This is an optimization exercise on Yosys and OpenROAD, whose aim is a short achievable clock period, few clock cycles and low power, not a production implementation. Function was checked by simulation only, so behaviour that the tests miss may differ from the original. No activity file was given, so power comes from the tool's default toggle rates.

==> design/flow/design.v <==
`default_nettype none
package armPkg;
    localparam int wordWidth = 32;
    localparam int regAddrWidth = 4;
    typedef logic [wordWidth-1:0] word_t;        
    typedef logic [regAddrWidth-1:0] regAddr_t;
    typedef logic [3:0] flags_t;                 
    typedef logic [3:0] cond_t;
    typedef logic [2:0] aluOp_t;
    typedef logic [1:0] immSrc_t;
    typedef enum logic [3:0] {
        FETCH,
        DECODE,
        MEMADR,
        MEMRD,
        MEMWB,
        MEMWR,
        EXECUTER,
        EXECUTEI,
        ALUWB,
        BRANCH
    } ctrlState_t;
    localparam regAddr_t pcReg = 4'd15;
    localparam word_t pcStep = 32'd4;
    localparam logic [1:0] opDataProc = 2'b00;
    localparam logic [1:0] opMemory = 2'b01;
    localparam logic [1:0] opBranch = 2'b10;
    localparam logic [3:0] cmdAnd = 4'b0000;
    localparam logic [3:0] cmdEor = 4'b0001;
    localparam logic [3:0] cmdSub = 4'b0010;
    localparam logic [3:0] cmdAdd = 4'b0100;
    localparam logic [3:0] cmdOrr = 4'b1100;
    localparam aluOp_t aluAdd = 3'd0;
    localparam aluOp_t aluSub = 3'd1;
    localparam aluOp_t aluAnd = 3'd2;
    localparam aluOp_t aluOrr = 3'd3;
    localparam aluOp_t aluEor = 3'd4;
    localparam immSrc_t immDp8 = 2'b00;      
    localparam immSrc_t immMem12 = 2'b01;    
    localparam immSrc_t immBranch = 2'b10;   
endpackage
`default_nettype wire
`timescale 1ns/1ps
`default_nettype none
module armCore (
    input logic clk,
    input logic reset,
    output logic [31:0] adr,
    output logic [31:0] writeData,
    input logic [31:0] readData,
    output logic memWrite
);
    logic [31:0] pc;         
    logic [31:0] ir;         
    logic irValid;
    logic flagN, flagZ, flagC, flagV;
    logic [31:0] regs [0:14];
    logic [3:0] cond, cmd, rn, rd, rm;
    logic [1:0] op;
    logic immBit, sBit, loadBit;
    logic isDp, isMem, isBr;
    assign cond = ir[31:28];
    assign op = ir[27:26];
    assign immBit = ir[25];
    assign cmd = ir[24:21];
    assign sBit = ir[20];
    assign loadBit = ir[20];
    assign rn = ir[19:16];
    assign rd = ir[15:12];
    assign rm = ir[3:0];
    assign isDp = irValid & (op == 2'b00);
    assign isMem = irValid & (op == 2'b01);
    assign isBr = irValid & (op == 2'b10);
    function automatic logic condTest(input logic [3:0] c, input logic n, input logic z,
                                      input logic cf, input logic v);
        case (c)
            4'b0000: condTest = z;
            4'b0001: condTest = ~z;
            4'b0010: condTest = cf;
            4'b0011: condTest = ~cf;
            4'b0100: condTest = n;
            4'b0101: condTest = ~n;
            4'b0110: condTest = v;
            4'b0111: condTest = ~v;
            4'b1000: condTest = cf & ~z;
            4'b1001: condTest = ~cf | z;
            4'b1010: condTest = (n == v);
            4'b1011: condTest = (n != v);
            4'b1100: condTest = ~z & (n == v);
            4'b1101: condTest = z | (n != v);
            4'b1110: condTest = 1'b1;
            default: condTest = 1'b0;
        endcase
    endfunction
    logic pass;
    assign pass = condTest(cond, flagN, flagZ, flagC, flagV);
    logic [31:0] pcPlus4;    
    logic [31:0] rdA, rdB;
    logic [3:0] raB;
    assign pcPlus4 = pc + 32'd4;
    assign raB = (op == 2'b01) ? rd : rm;
    assign rdA = (rn == 4'd15) ? pcPlus4 : regs[rn];
    assign rdB = (raB == 4'd15) ? pcPlus4 : regs[raB];
    logic [31:0] opB, opBx, aluResult;
    logic [32:0] sum;
    logic isSub, cvWrite;
    logic newN, newZ, newC, newV;
    assign opB = immBit ? {24'd0, ir[7:0]} : rdB;
    assign isSub = (cmd == 4'b0010);
    assign opBx = isSub ? ~opB : opB;
    assign sum = {1'b0, rdA} + {1'b0, opBx} + {32'd0, isSub};
    always_comb begin
        case (cmd)
            4'b0000: aluResult = rdA & opB;
            4'b0001: aluResult = rdA ^ opB;
            4'b1100: aluResult = rdA | opB;
            default: aluResult = sum[31:0];
        endcase
    end
    assign cvWrite = (cmd == 4'b0100) | isSub;
    assign newN = aluResult[31];
    assign newZ = (aluResult == 32'd0);
    assign newC = sum[32];
    assign newV = (rdA[31] == opBx[31]) & (aluResult[31] != rdA[31]);
    logic flagWrite, dpWrite;
    logic fN, fZ, fC, fV;
    assign flagWrite = isDp & pass & sBit;
    assign fN = flagWrite ? newN : flagN;
    assign fZ = flagWrite ? newZ : flagZ;
    assign fC = (flagWrite & cvWrite) ? newC : flagC;
    assign fV = (flagWrite & cvWrite) ? newV : flagV;
    assign dpWrite = isDp & pass;
    logic memAcc, isLoad, brTaken, pcLoad;
    logic [31:0] memAdr, brTarget, fetchAdr;
    assign memAcc = isMem & pass;
    assign isLoad = memAcc & loadBit;
    assign memAdr = rdA + {20'd0, ir[11:0]};
    assign brTaken = isBr & pass;
    assign brTarget = pcPlus4 + {{6{ir[23]}}, ir[23:0], 2'b00};
    assign fetchAdr = brTaken ? brTarget : pc;
    assign adr = memAcc ? memAdr : fetchAdr;
    assign writeData = rdB;
    assign memWrite = memAcc & ~loadBit;
    logic regWrite;
    logic [31:0] wbData;
    assign wbData = isLoad ? readData : aluResult;
    assign regWrite = dpWrite | isLoad;
    assign pcLoad = regWrite & (rd == 4'd15);
    always_ff @(posedge clk) begin
        if (regWrite && rd != 4'd15)
            regs[rd] <= wbData;
    end
    always_ff @(posedge clk) begin
        ir <= readData;
    end
    always_ff @(posedge clk or posedge reset) begin
        if (reset) begin
            pc <= 32'd0;
            irValid <= 1'b0;
        end else begin
            if (pcLoad)
                pc <= wbData;
            else if (!memAcc)
                pc <= fetchAdr + 32'd4;
            irValid <= ~(memAcc | pcLoad);
        end
    end
    always_ff @(posedge clk or posedge reset) begin
        if (reset) begin
            flagN <= 1'b0;
            flagZ <= 1'b0;
            flagC <= 1'b0;
            flagV <= 1'b0;
        end else begin
            flagN <= fN;
            flagZ <= fZ;
            flagC <= fC;
            flagV <= fV;
        end
    end
endmodule
`default_nettype wire
==> design/flow/run.sh <==
#!/bin/bash
# synth_recipe.tcl (not shown) runs the flow's synth.tcl, then flattens the netlist and writes it again
# the make line also repeats each setting of config.mk as NAME=value (left out here)
make -C /OpenROAD-flow-scripts/flow DESIGN_CONFIG=/design/flow/config.mk WORK_HOME=/design/flow/orfs CLKGATE_MAP_FILE= SYNTH_SCRIPT=/design/flow/synth_recipe.tcl finish
==> design/flow/config.mk <==
export PLATFORM = sky130hd
export DESIGN_NAME = armCore
export DESIGN_NICKNAME = armCore
export VERILOG_FILES = /design/flow/design.v
export SDC_FILE = /design/flow/constraint.sdc
export NUM_CORES = 4
export LEC_CHECK = 0
export CAP_MARGIN = 20
export CORE_MARGIN = 2
export CORE_UTILIZATION = 40
export SLEW_MARGIN = 20
==> design/flow/constraint.sdc <==
create_clock -name core_clock -period 7.5 [get_ports {clk}]
set_input_delay 1.5000 -clock core_clock [delete_from_list [all_inputs] [get_ports {clk}]]
set_output_delay 1.5000 -clock core_clock [all_outputs]
set_load 0.01 [all_outputs]
==> flow_metrics.py <==
metrics = {
    "status": {
        "status": "no timing/DRC/antenna violations",
    },
    "synth": {
        "syn_nets": 3223,
        "synth_top_area_share_pct": 41.54,
        "synth-edff-count": 480,
        "syn_inst": 3048,
        "synthArstFlopShare_pct": 6.740,
        "synthAdderAreaFrac_pct": 5.149,
        "syn_area_per_cell_um2": 11.38,
        "synth_compound_area_share_pct": 12.84,
        "yosys.area_share.simple_pct": 11.11,
        "yosys-top-cells-area": "edfxtp_1 42%, mux4_2 12%, ha_1 5.0%",
        "synth_top_family_by_area": "multiplexers",
        "synth_cell_type_count": 87,
        "synth_xor_xnor_area_share_pct": 3.559,
        "yosysSeqAreaShare_pct": 46.06,
        "ys_seq_elements": 549,
        "ys.warnings.count": 1,
        "mappedNetlistArea_mm2": 0.03470,
        "synthFlopType": "edfxtp_1",
        "synth_top_area_cell": "edfxtp_1",
        "synth_mux_area_share_pct": 17.57,
    },
    "worst_setup_path": {
        "crit_arrival_ps": 5790,
        "critPathLaunchType": "flop",
        "crit_type": "flop to output port",
        "cp_max_fo": 7,
        "cp.required_ps": 6000,
        "r2r_slack_ps": 360,
        "r2r-start": "ir[27]$_DFF_P_",
        "rr_endpoint": "flagZ$_DFFE_PP0P_",
        "end_kind": "output port",
        "reg2reg_depth": 24,
    },
    "floorplanning": {
        "initial_utilization_pct": 40.18,
        "pin_count": 99,
        "rows": 108,
        "die-area_mm2": 0.08912,
        "die_y_um": 298.5,
        "fp.dieW_um": 298.5,
        "core_area_mm2": 0.08635,
    },
    "flow_run": {
        "max-cap-violations": 0,
    },
    "worst_hold_path": {
        "min_from": "pc[3]$_DFFE_PP0N_",
        "min_path_type": "flop to flop",
        "whs_path_depth": 2,
        "hold_end": "pc[3]$_DFFE_PP0N_",
    },
    "route": {
        "drc": 0,
        "totalWireLength_um": 133500,
        "drtAntennaViolNets": 0,
        "wl_per_cell_um": 29.97,
        "drtIter0Drc": 3151,
        "num_vias": 28000,
        "drt_first_pass_iters": 6,
        "viasPerCell": 6.285,
    },
    "layout": {
        "final_common_cell": "edfxtp_1",
        "multi_input_area_mm2": 0.01784,
        "final_nets": 3429,
        "utilization_pct": 47.11,
        "layout_common_cells": "480 x edfxtp_1, 310 x nand2_1, 231 x buf_4",
        "fin_cells": 4456,
        "drive_above_1_share_pct": 19.91,
        "seqCellArea_mm2": 0.01600,
        "area_growth_syn_to_layout_pct": 17.23,
        "num-fill-cells": 7773,
    },
    "timing": {
        "final_hold_viol_count": 0,
        "setup_viol": 0,
        "min_period_ps": 7294,
        "hold_slack_ps": 582.4,
        "finClkSkew_ps": 19.13,
        "worstMarginPinSlew_ps": 1197,
        "fin_crit_sh_pct": 97.25,
        "max_clock_freq_mhz": 137.1,
        "maxSlewHeadroom_pct": 19.37,
        "maxSlewViolCount": 0,
    },
    "grt": {
        "grt_max_degree": 60,
        "antenna_found_initial": 4,
        "overflow": 0,
        "grt_use_total_pct": 29.39,
        "grt_pass1_vias": 26830,
        "grt_pass1_wl_um": 190900,
    },
    "clock_network": {
        "h-tree-depth": 2,
        "cts_tree": "yes",
        "cts-root-buf": "clkbuf_16",
        "postCtsHoldBufs": 0,
        "numCtsBuffers": 58,
        "cts.clk_slew.worst_paths_ps": 60,
        "clockBufferDepth": 3,
        "clk_latency_ps": 640,
        "cts_num_sinks": 549,
    },
    "power_and_ir_drop": {
        "total_power_mw": 11.76,
        "p_per_area_mw_per_mm2": 289.2,
        "max-vdd-ir-drop_mv": 0.2038,
        "p_leak_nw": 14.97,
    },
    "placed_design": {
        "dp_cells": 4340,
        "portBuffers": 98,
        "dpl.hpwl_um": 94900,
        "gp_congestion": 1.057,
    },
}
-- metal layers --
layer	GRT usage (%)	vias to the layer above	share of wire [%]	routed length (um)
met5	0	-	0.018	24
met4	15.17	4	6.0	8002
met3	5.860	340	10	13890
met2	45.95	1650	45	60140
met1	38.88	13920	39	51480
li1	-	12090	-	-
-- cells by family (layout without fill, tap and decap cells) --
| family | after synthesis | after routing |
|---|---|---|
| other | 0 | 1 |
| XOR/XNOR | 141 | 141 |
| buffers and inverters | 328 | 579 |
| AND/OR/NAND/NOR | 824 | 824 |
| flip-flops | 549 | 549 |
| adder cells (fa/ha/maj) | 141 | 141 |
| multiplexers | 377 | 378 |
| AO/OA/AOI/OAI | 688 | 688 |
-- worst max-delay path, stage by stage, from the launching register on --
cell and delay (ps):
dfrtp_1 360, buf_4 180, and2_1 360, and3_1 340, nand3_1 120, xor2_1 260
inv_1 190, ha_1 390, nand4_1 170, nor2_1 140, o211ai_1 230, a31oi_1 470
a2111oi_2 140, nor3_1 320, a21o_1 170, a21oi_1 70, xnor2_1 160, mux2_2 200
nor2_1 50, a21oi_1 230, clkdlybuf4s50_1 580
-- worst max-delay path by stage --
stage | from | end | depth (start not counted)
2_1_floorplan | ir[17]$_DFF_P_ | adr[31] | 25
3_3_place_gp | ir[16]$_DFF_P_ | adr[31] | 20
3_5_place_dp | ir[16]$_DFF_P_ | adr[31] | 20
4_1_cts | pc[7]$_DFFE_PP0N_ | adr[31] | 20
5_1_grt | ir[16]$_DFF_P_ | adr[26] | 17
6_report | pc[2]$_DFFE_PP0N_ | adr[31] | 20
-- final cells by class --
class	instances	area share, %
clock inverters	44	1.120
inverters	129	1.194
clock buffers	62	3.657
repair buffers	344	7.290
flip-flops and latches	549	39.32
multi-input cells	2172	43.86
diodes	1	0.006152
well taps	1155	3.553
-- flip-flops by register name (all words and copies together) (netlist names) --
register,count
regs,480
flagZ,1
ir,32
flagN,1
flagC,1
pc,32
irValid,1
flagV,1
-- what timing repair did --
| item | in CTS | in global routing |
|---|---|---|
| resized for setup | 10 | 37 |
| setup endpoints to repair | 20 | 23 |
| pin swaps | 2 | 3 |
| gates cloned | 0 | 1 |
| setup buffers | 5 | 3 |
| endpoints found under the hold margin | 0 | 0 |
-- cells in the mapped netlist (32+ instances only) --
| library cell | number |
|---|---|
| nor3_1 | 54 |
| ha_1 | 138 |
| a21o_1 | 47 |
| mux2i_1 | 164 |
| o21ai_0 | 120 |
| mux4_2 | 182 |
| a21oi_1 | 174 |
| edfxtp_1 | 480 |
| clkbuf_1 | 148 |
| a211oi_1 | 32 |
| inv_1 | 128 |
| or2_2 | 33 |
| dfrtp_1 | 37 |
| a31oi_1 | 54 |
| dfxtp_1 | 32 |
| nor2_1 | 191 |
| o22ai_1 | 54 |
| nand4_1 | 32 |
| xnor2_1 | 113 |
| nand3_1 | 60 |
| nand2_1 | 312 |
-- per-stage QoR --
| step | area (um^2) | setup TNS [ps] | setup WS, ps |
|---|---|---|---|
| after floorplan | 34720 | 0 | 26.71 |
| after global placement | 38440 | 0 | 273.5 |
| after detailed placement | 38440 | 0 | 214.8 |
| after CTS | 40490 | -1.596 | -1.596 |
| after global routing | 40670 | -11.79 | -11.79 |
| final | 40680 | 0 | 205.9 |
-- power by group --
group	leakage, nW	switching, mW	total (mW)	internal, mW
combinational	8.99	3.04	4.84	1.81
sequential	5.04	0.186	3.98	3.79
clock	0.937	1.26	2.94	1.68
total	15.0	4.48	11.8	7.28
Testbench counts, summed over its fixed seeds: cycles 78,831.

==> what the ideal ports hide <==
The flow's constraints put no driver on any port. The routed layout listed below was extracted and timed again, unchanged, in two steps.
Step 1, drivers: a clkbuf_16 drives clk and a buf_2 each remaining input, both assumed.
Step 2 moves the port delays by t, midway between the first and last clock arrival at a register: inputs arrive t later, outputs are due t later. That takes back most of the time a late clock gives input paths.
a / b / c = no drivers / after step 1 / after step 2; a / b = the first two.
t (ns): 0.702
setup slack, ns: 0.206 / 0.135 / 0.355
worst hold slack (ns): 0.582 / 0.582 / 0.582
worst setup path after step 2: register to register
After both steps this run still meets setup and hold. The setup slack of this run moves by -0.071 ns with the drivers and by +0.149 ns with both steps.
